From an optimization exercise on the open Yosys and OpenROAD flow, aimed at small area; shortcuts taken in it are not production practice.
Function was checked by simulation only, so behaviour that the tests miss may differ from the original.
Power figures rest on the tool's default switching activity, not on a simulated workload.

<file path="flow/run.sh">
#!/bin/bash
# synth_recipe.tcl (not shown) runs the flow's synth.tcl, then flattens the netlist and writes it again
# the make line also repeats each setting of config.mk as NAME=value (left out here)
make -C /OpenROAD-flow-scripts/flow DESIGN_CONFIG=/design/flow/config.mk WORK_HOME=/design/flow/orfs CLKGATE_MAP_FILE= SYNTH_SCRIPT=/design/flow/synth_recipe.tcl finish
</file>
<file path="flow/config.mk">
export PLATFORM = sky130hd
export DESIGN_NAME = id_stage
export DESIGN_NICKNAME = id_stage
export VERILOG_FILES = /design/flow/design.v
export SDC_FILE = /design/flow/constraint.sdc
export NUM_CORES = 4
export LEC_CHECK = 0
export CAP_MARGIN = 40
export CORE_MARGIN = 2
export CORE_UTILIZATION = 40
export SLEW_MARGIN = 40
</file>
<file path="flow/constraint.sdc">
create_clock -name core_clock -period 5.0 [get_ports {clk}]
set_input_delay 1.0000 -clock core_clock [delete_from_list [all_inputs] [get_ports {clk}]]
set_output_delay 1.0000 -clock core_clock [all_outputs]
set_load 0.01 [all_outputs]
</file>
<file path="flow/design.v">
module id_stage #(
  parameter int SIZE      = 32,
  parameter int REG_COUNT = 32
) (
  input  logic            clk,
  input  logic            rst_n,
  input  logic [SIZE-1:0] IF_ID,
  input  logic            if_valid,
  input  logic            ex_ready,
  input  logic            wb_we,
  input  logic [4:0]      wb_addr,
  input  logic [SIZE-1:0] wb_data,
  output logic            id_ready,
  output logic            id_ex_valid,
  output logic [SIZE-1:0] id_ex_rs_data,
  output logic [SIZE-1:0] id_ex_rt_data,
  output logic [SIZE-1:0] id_ex_imm,
  output logic [4:0]      id_ex_rs,
  output logic [4:0]      id_ex_rt,
  output logic [4:0]      id_ex_dst,
  output logic [5:0]      id_ex_funct,
  output logic [3:0]      id_ex_ctrl
);
  localparam logic [5:0] OP_RTYPE = 6'b000000;
  localparam logic [5:0] OP_LW    = 6'b100011;
  localparam logic [5:0] OP_SW    = 6'b101011;
  localparam logic [5:0] OP_ADDI  = 6'b001000;
  localparam logic [5:0] OP_BEQ   = 6'b000100;
  localparam int CTRL_MEMREAD = 2;
  logic [5:0] f_op;
  logic [4:0] f_rs;
  logic [4:0] f_rt;
  logic [4:0] f_rd;
  logic [5:0] f_funct;
  logic       unused_shamt;
  assign f_op         = IF_ID[31:26];
  assign f_rs         = IF_ID[25:21];
  assign f_rt         = IF_ID[20:16];
  assign f_rd         = IF_ID[15:11];
  assign f_funct      = IF_ID[5:0];
  assign unused_shamt = ^IF_ID[10:6];
  logic [SIZE-1:0] rf_q [REG_COUNT];
  logic [3:0]      dec_ctrl;
  logic [4:0]      dec_dst;
  logic            dec_uses_rt;
  logic [SIZE-1:0] dec_imm;
  logic [SIZE-1:0] rd_rs;
  logic [SIZE-1:0] rd_rt;
  logic haz;
  logic            valid_q,   valid_d;
  logic [SIZE-1:0] rs_data_q, rs_data_d;
  logic [SIZE-1:0] rt_data_q, rt_data_d;
  logic [SIZE-1:0] imm_q,     imm_d;
  logic [4:0]      rs_q,      rs_d;
  logic [4:0]      rt_q,      rt_d;
  logic [4:0]      dst_q,     dst_d;
  logic [5:0]      funct_q,   funct_d;
  logic [3:0]      ctrl_q,    ctrl_d;
  always_comb begin
    dec_ctrl    = 4'b0000;
    dec_dst     = 5'd0;
    dec_uses_rt = 1'b0;
    unique case (f_op)
      OP_RTYPE: begin
        dec_ctrl    = 4'b1000;
        dec_dst     = f_rd;
        dec_uses_rt = 1'b1;
      end
      OP_LW: begin
        dec_ctrl = 4'b1101;
        dec_dst  = f_rt;
      end
      OP_SW: begin
        dec_ctrl    = 4'b0011;
        dec_uses_rt = 1'b1;
      end
      OP_ADDI: begin
        dec_ctrl = 4'b1001;
        dec_dst  = f_rt;
      end
      OP_BEQ: begin
        dec_uses_rt = 1'b1;
      end
      default: begin
        dec_ctrl = 4'b0000;
        dec_dst  = 5'd0;
      end
    endcase
  end
  assign dec_imm = {{(SIZE-16){IF_ID[15]}}, IF_ID[15:0]};
  always_comb begin
    rd_rs = (f_rs == 5'd0) ? '0 : rf_q[f_rs];
    rd_rt = (f_rt == 5'd0) ? '0 : rf_q[f_rt];
  end
  always_comb begin
    haz = if_valid && valid_q && ctrl_q[CTRL_MEMREAD] && (dst_q != 5'd0) &&
          ((dst_q == f_rs) || (dec_uses_rt && (dst_q == f_rt)));
  end
  assign id_ready = ex_ready && !haz;
  always_comb begin
    valid_d   = valid_q;
    rs_data_d = rs_data_q;
    rt_data_d = rt_data_q;
    imm_d     = imm_q;
    rs_d      = rs_q;
    rt_d      = rt_q;
    dst_d     = dst_q;
    funct_d   = funct_q;
    ctrl_d    = ctrl_q;
    if (ex_ready) begin
      if (haz) begin
        valid_d = 1'b0;
        ctrl_d  = 4'b0000;
      end else begin
        valid_d   = if_valid;
        rs_data_d = rd_rs;
        rt_data_d = rd_rt;
        imm_d     = dec_imm;
        rs_d      = f_rs;
        rt_d      = f_rt;
        dst_d     = dec_dst;
        funct_d   = f_funct;
        ctrl_d    = if_valid ? dec_ctrl : 4'b0000;
      end
    end
  end
  always_ff @(posedge clk or negedge rst_n) begin
    if (!rst_n) begin
      valid_q   <= 1'b0;
      rs_data_q <= '0;
      rt_data_q <= '0;
      imm_q     <= '0;
      rs_q      <= 5'd0;
      rt_q      <= 5'd0;
      dst_q     <= 5'd0;
      funct_q   <= 6'd0;
      ctrl_q    <= 4'd0;
    end else begin
      valid_q   <= valid_d;
      rs_data_q <= rs_data_d;
      rt_data_q <= rt_data_d;
      imm_q     <= imm_d;
      rs_q      <= rs_d;
      rt_q      <= rt_d;
      dst_q     <= dst_d;
      funct_q   <= funct_d;
      ctrl_q    <= ctrl_d;
    end
  end
  always_ff @(posedge clk or negedge rst_n) begin
    if (!rst_n) begin
      for (int i = 0; i < REG_COUNT; i++) rf_q[i] <= '0;
    end else if (wb_we && (wb_addr != 5'd0)) begin
      rf_q[wb_addr] <= wb_data;
    end
  end
  assign id_ex_valid   = valid_q;
  assign id_ex_rs_data = rs_data_q;
  assign id_ex_rt_data = rt_data_q;
  assign id_ex_imm     = imm_q;
  assign id_ex_rs      = rs_q;
  assign id_ex_rt      = rt_q;
  assign id_ex_dst     = dst_q;
  assign id_ex_funct   = funct_q;
  assign id_ex_ctrl    = ctrl_q;
endmodule
</file>
==> run notes <==
==> cell usage after synthesis, types with 13 or more instances <==
cell type  instances  area (um^2)
dfrtp_1         1092        27300
mux2_2          1030        11600
a22oi_1          525         3940
clkbuf_1         261          980
and3_1           190         1190
nand2_1          172          646
buf_2            129          646
nand4_1          118          738
a21oi_1          107          536
nor2_1           101          379
mux2i_1           97          971
nand3_1           89          445
nor3_1            69          345
a22o_1            67          587
o31ai_1           61          458
a2111oi_0         54          473
buf_1             53          199
nor4_1            51          319
buf_4             46          345
a31oi_1           35          219
o21ai_0           28          140
a32oi_1           23          201
nand2b_1          20          125
a221oi_1          17          149
a222oi_1          17          170
inv_1             17         63.8
mux2_1            16          180
or4_1             15          113
nor2b_1           14         87.6
nor2_2            13         81.3
o22ai_1           13         81.3
o2bb2ai_1         13          114
==> report_power, final <==
| part | internal (mW) | leakage [nW] | total, mW | switching (mW) |
|---|---|---|---|---|
| registers | 10.5 | 14.0 | 12.3 | 1.79 |
| logic | 2.11 | 12.8 | 4.40 | 2.29 |
| clock network | 5.71 | 2.09 | 9.79 | 4.08 |
| total | 18.4 | 28.9 | 26.5 | 8.17 |
==> layout make-up <==
type / count / area (um^2) / share of cell area, %
inverter: 19 / 71.3 / 0.108
tap: 1794 / 2240 / 3.39
clock inverter: 61 / 892 / 1.35
sequential: 1092 / 27300 / 41.3
clock buffer: 160 / 3390 / 5.13
timing repair buffer: 560 / 5340 / 8.08
multi-input combinational: 3147 / 26700 / 40.4
antenna: 49 / 123 / 0.185
==> metrics by stage <==
stage	setup WS [ns]	hold slack, ns
2_1_floorplan	1.72	0.472
3_3_place_gp	0.404	0.460
3_5_place_dp	0.678	0.463
4_1_cts	0.697	0.127
5_1_grt	0.577	0.157
6_report	0.596	0.131
==> critical path, delay by kind of cell <==
kind / cells / cell delay (ns)
and+or+nand+nor: 2 / 0.89
buffers and inverters: 3 / 1.01
xor gates and xnor gates: 1 / 0.18
AOI/OAI and AO/OA: 1 / 0.30
==> sequential cells by signal, summed over array words and instances (netlist names) <==
| name | cells |
|---|---|
| ctrl_q | 4 |
| rt_data_q | 32 |
| rf_q | 992 |
| dst_q | 5 |
| rt_q | 5 |
| rs_data_q | 32 |
| valid_q | 1 |
| rs_q | 5 |
| imm_q | 16 |
==> per-layer routing <==
| metal | GRT usage (%) | routed length [um] | up-vias | part of all wire [%] |
|---|---|---|---|---|
| li1 | - | - | 18700 | - |
| met1 | 52.9 | 111000 | 26200 | 35 |
| met2 | 57.2 | 121000 | 5680 | 38 |
| met3 | 22.1 | 52200 | 2045 | 17 |
| met4 | 33.4 | 31600 | 48 | 10 |
| met5 | 2.78 | 829 | - | 0.26 |
==> cells by family after synthesis <==
family,count (synthesis),synth area share (%)
compound gates,1047,14.1
xor+xnor,10,0.157
buf+inv,519,4.24
flops,1092,49.1
mux,1145,23.0
simple gates,945,9.43
==> worst paths after layout <==
kind                            from            to  slack, ns
max                        IF_ID[20]      id_ready       0.60
max reg2reg                 dst_q[3]     imm_q[14]       1.89
max in group asynchronous      rst_n  rf_q[26][12]       3.39
min in group core_clock      rs_q[2]       rs_q[2]       0.47
min reg2reg                  rs_q[2]       rs_q[2]       0.47
min                            rst_n       rs_q[3]       0.13
==> flow_results.xml <==
<?xml version="1.0" encoding="UTF-8"?>
<metrics>
  <group name="outcome">
    <metric name="run_status" unit="">no timing/DRC/antenna violations</metric>
  </group>
  <group name="route">
    <metric name="postRouteWirelength" unit="um">316000</metric>
    <metric name="final_antenna_net_count" unit="">0</metric>
    <metric name="route.detailed.vias_per_inst" unit="">7.65</metric>
    <metric name="residual_drc" unit="">0</metric>
    <metric name="first_pass_iters" unit="">11</metric>
    <metric name="detailedRoute.firstIterationViolations" unit="">10300</metric>
    <metric name="route.detailed.wl_per_inst" unit="um">45.9</metric>
    <metric name="vias" unit="">52700</metric>
  </group>
  <group name="clock_network">
    <metric name="cts.htree.levels" unit="">3</metric>
    <metric name="cts_resized" unit="">0</metric>
    <metric name="clock_tree.buffer_depth" unit="">3</metric>
    <metric name="postCtsSetupBuffers" unit="">0</metric>
    <metric name="worst_skew_pair.late_latency" unit="ns">0.81</metric>
    <metric name="clock_sink_count" unit="">1092</metric>
    <metric name="tritoncts" unit="">built</metric>
    <metric name="num_cts_buffers" unit="">121</metric>
    <metric name="clkSlewWorstSetupHoldPaths" unit="ns">0.06</metric>
    <metric name="ctsRootBufferMaster" unit="">clkbuf_16</metric>
    <metric name="cts.hold.buffers_added" unit="">0</metric>
  </group>
  <group name="synth">
    <metric name="yosys_register_bits" unit="">1092</metric>
    <metric name="netlist-cell-type-count" unit="">82</metric>
    <metric name="synth_seq_area_share" unit="%">49.1</metric>
    <metric name="synth-main-ff-cell" unit="">dfrtp_1</metric>
    <metric name="count_of_flip_flops_with_a_built_in_enable_after_synthesis" unit="">0</metric>
    <metric name="syn_nets" unit="">4832</metric>
    <metric name="fraction_of_registers_with_async_set_reset" unit="%">100</metric>
    <metric name="syn-mean-instance-area" unit="um^2">11.7</metric>
    <metric name="syn-instance-count" unit="">4758</metric>
    <metric name="ys.warnings.count" unit="">2</metric>
    <metric name="mappedNetlistArea" unit="um^2">55700</metric>
  </group>
  <group name="critical_path">
    <metric name="setup.worst_path.start_class" unit="">input pin</metric>
    <metric name="cp_slowest_cell" unit="">or4_1</metric>
    <metric name="worst_ep_arrival" unit="ns">3.40</metric>
    <metric name="critical_path_class" unit="">in2out</metric>
    <metric name="worstSetupEndpointType" unit="">output port</metric>
    <metric name="worstRegToRegCells" unit="">6</metric>
    <metric name="worst_path_largest_cell_delay" unit="ns">0.60</metric>
    <metric name="cp_cell_sequence" unit="">buf_4 &gt; xnor2_1 &gt; nand4_1 &gt; or4_1 &gt; o211ai_4 &gt; inv_2 &gt; clkdlybuf4s50_1</metric>
    <metric name="worstPathMaxFanout" unit="">32</metric>
    <metric name="worst_ep_required_time" unit="ns">4.00</metric>
  </group>
  <group name="final_layout">
    <metric name="num-fill-cells" unit="">12600</metric>
    <metric name="syn_to_layout_area_delta" unit="%">18.7</metric>
    <metric name="final_cell_mix" unit="">1,092 x dfrtp_1, 1,030 x mux2_2, 525 x a22oi_1</metric>
    <metric name="final_net_count" unit="">5015</metric>
    <metric name="final_area" unit="um^2">66100</metric>
    <metric name="final_common_cell" unit="">dfrtp_1</metric>
    <metric name="non_filler_instance_count_after_layout" unit="">6882</metric>
    <metric name="drive_above_1_share" unit="%">35.9</metric>
    <metric name="final_util" unit="%">48.0</metric>
  </group>
  <group name="floorplan">
    <metric name="height_of_the_die" unit="um">377</metric>
    <metric name="floorplan.core_area" unit="um^2">138000</metric>
    <metric name="initial_core_util" unit="%">40.4</metric>
    <metric name="die_w" unit="um">377</metric>
    <metric name="core.rowCount" unit="">136</metric>
    <metric name="io-pin-count" unit="">197</metric>
    <metric name="fp.dieArea" unit="um^2">142000</metric>
  </group>
  <group name="grt">
    <metric name="grt_pass1_vias" unit="">48400</metric>
    <metric name="grt_pass1_wl" unit="um">423000</metric>
    <metric name="globalRoute.totalOverflow" unit="">0</metric>
    <metric name="antenna_found_initial" unit="">52</metric>
    <metric name="maximum_number_of_pins_on_one_net_before_global_route_repair" unit="">119</metric>
    <metric name="grt.total_usage" unit="%">43.4</metric>
  </group>
  <group name="job">
    <metric name="max-cap-violations" unit="">0</metric>
  </group>
  <group name="sta">
    <metric name="timing.slew.headroom" unit="%">24.8</metric>
    <metric name="min_period_over_period" unit="%">88.1</metric>
    <metric name="max_clock_freq" unit="GHz">0.227</metric>
    <metric name="finalHoldViolations" unit="">0</metric>
    <metric name="fin_worst_skew" unit="ns">0.0378</metric>
    <metric name="period_needed" unit="ns">4.40</metric>
    <metric name="setup_repair_after_global_routing_missed_its_margin" unit="">false</metric>
    <metric name="slew_violations" unit="">0</metric>
    <metric name="worst-slew-pin-transition" unit="ns">1.13</metric>
    <metric name="setup_viol" unit="">0</metric>
    <metric name="setup_total_negative_slack" unit="ns">0</metric>
  </group>
  <group name="placed_design">
    <metric name="dpl_cell_area" unit="um^2">61600</metric>
    <metric name="place.gp.congestion" unit="">1.07</metric>
    <metric name="portBuffers" unit="">196</metric>
    <metric name="place.detailed.hpwl" unit="um">201000</metric>
    <metric name="placed_cells" unit="">6610</metric>
  </group>
  <group name="power_and_ir_drop">
    <metric name="powerDensity" unit="nW/um^2">401</metric>
    <metric name="vdd_ir_drop_max" unit="mV">0.321</metric>
    <metric name="totalPowerFinal" unit="mW">26.5</metric>
    <metric name="p_leak" unit="nW">28.9</metric>
  </group>
  <group name="min_path">
    <metric name="timing.hold.worst.class" unit="">in2async</metric>
  </group>
</metrics>

## static timing again, ports no longer ideal
Ports are ideal in the flow. The routed layout listed here was re-timed in OpenROAD.
Step 1, drivers: a clkbuf_16 drives clk and a buf_2 each remaining input, both assumed.
Step 2 times the ports against the registers' clock, not the clock port: input delays grow and output delays shrink by t, the midpoint of the rising clock arrivals with the driver on.
a / b / c = ideal / step 1 / step 2; a / b = the first two.
t, ns: 0.869
setup slack, ns: 0.596 / 0.435 / 0.323
worst setup path at the end: input to register
latest minus earliest clock arrival (ns): 0.050 / 0.051
slew at the worst register clock pin (ns): 0.07 / 0.07
After both steps this run still meets setup and hold. For this run, drivers alone change the setup slack by -0.161 ns; drivers and shift together by -0.273 ns.
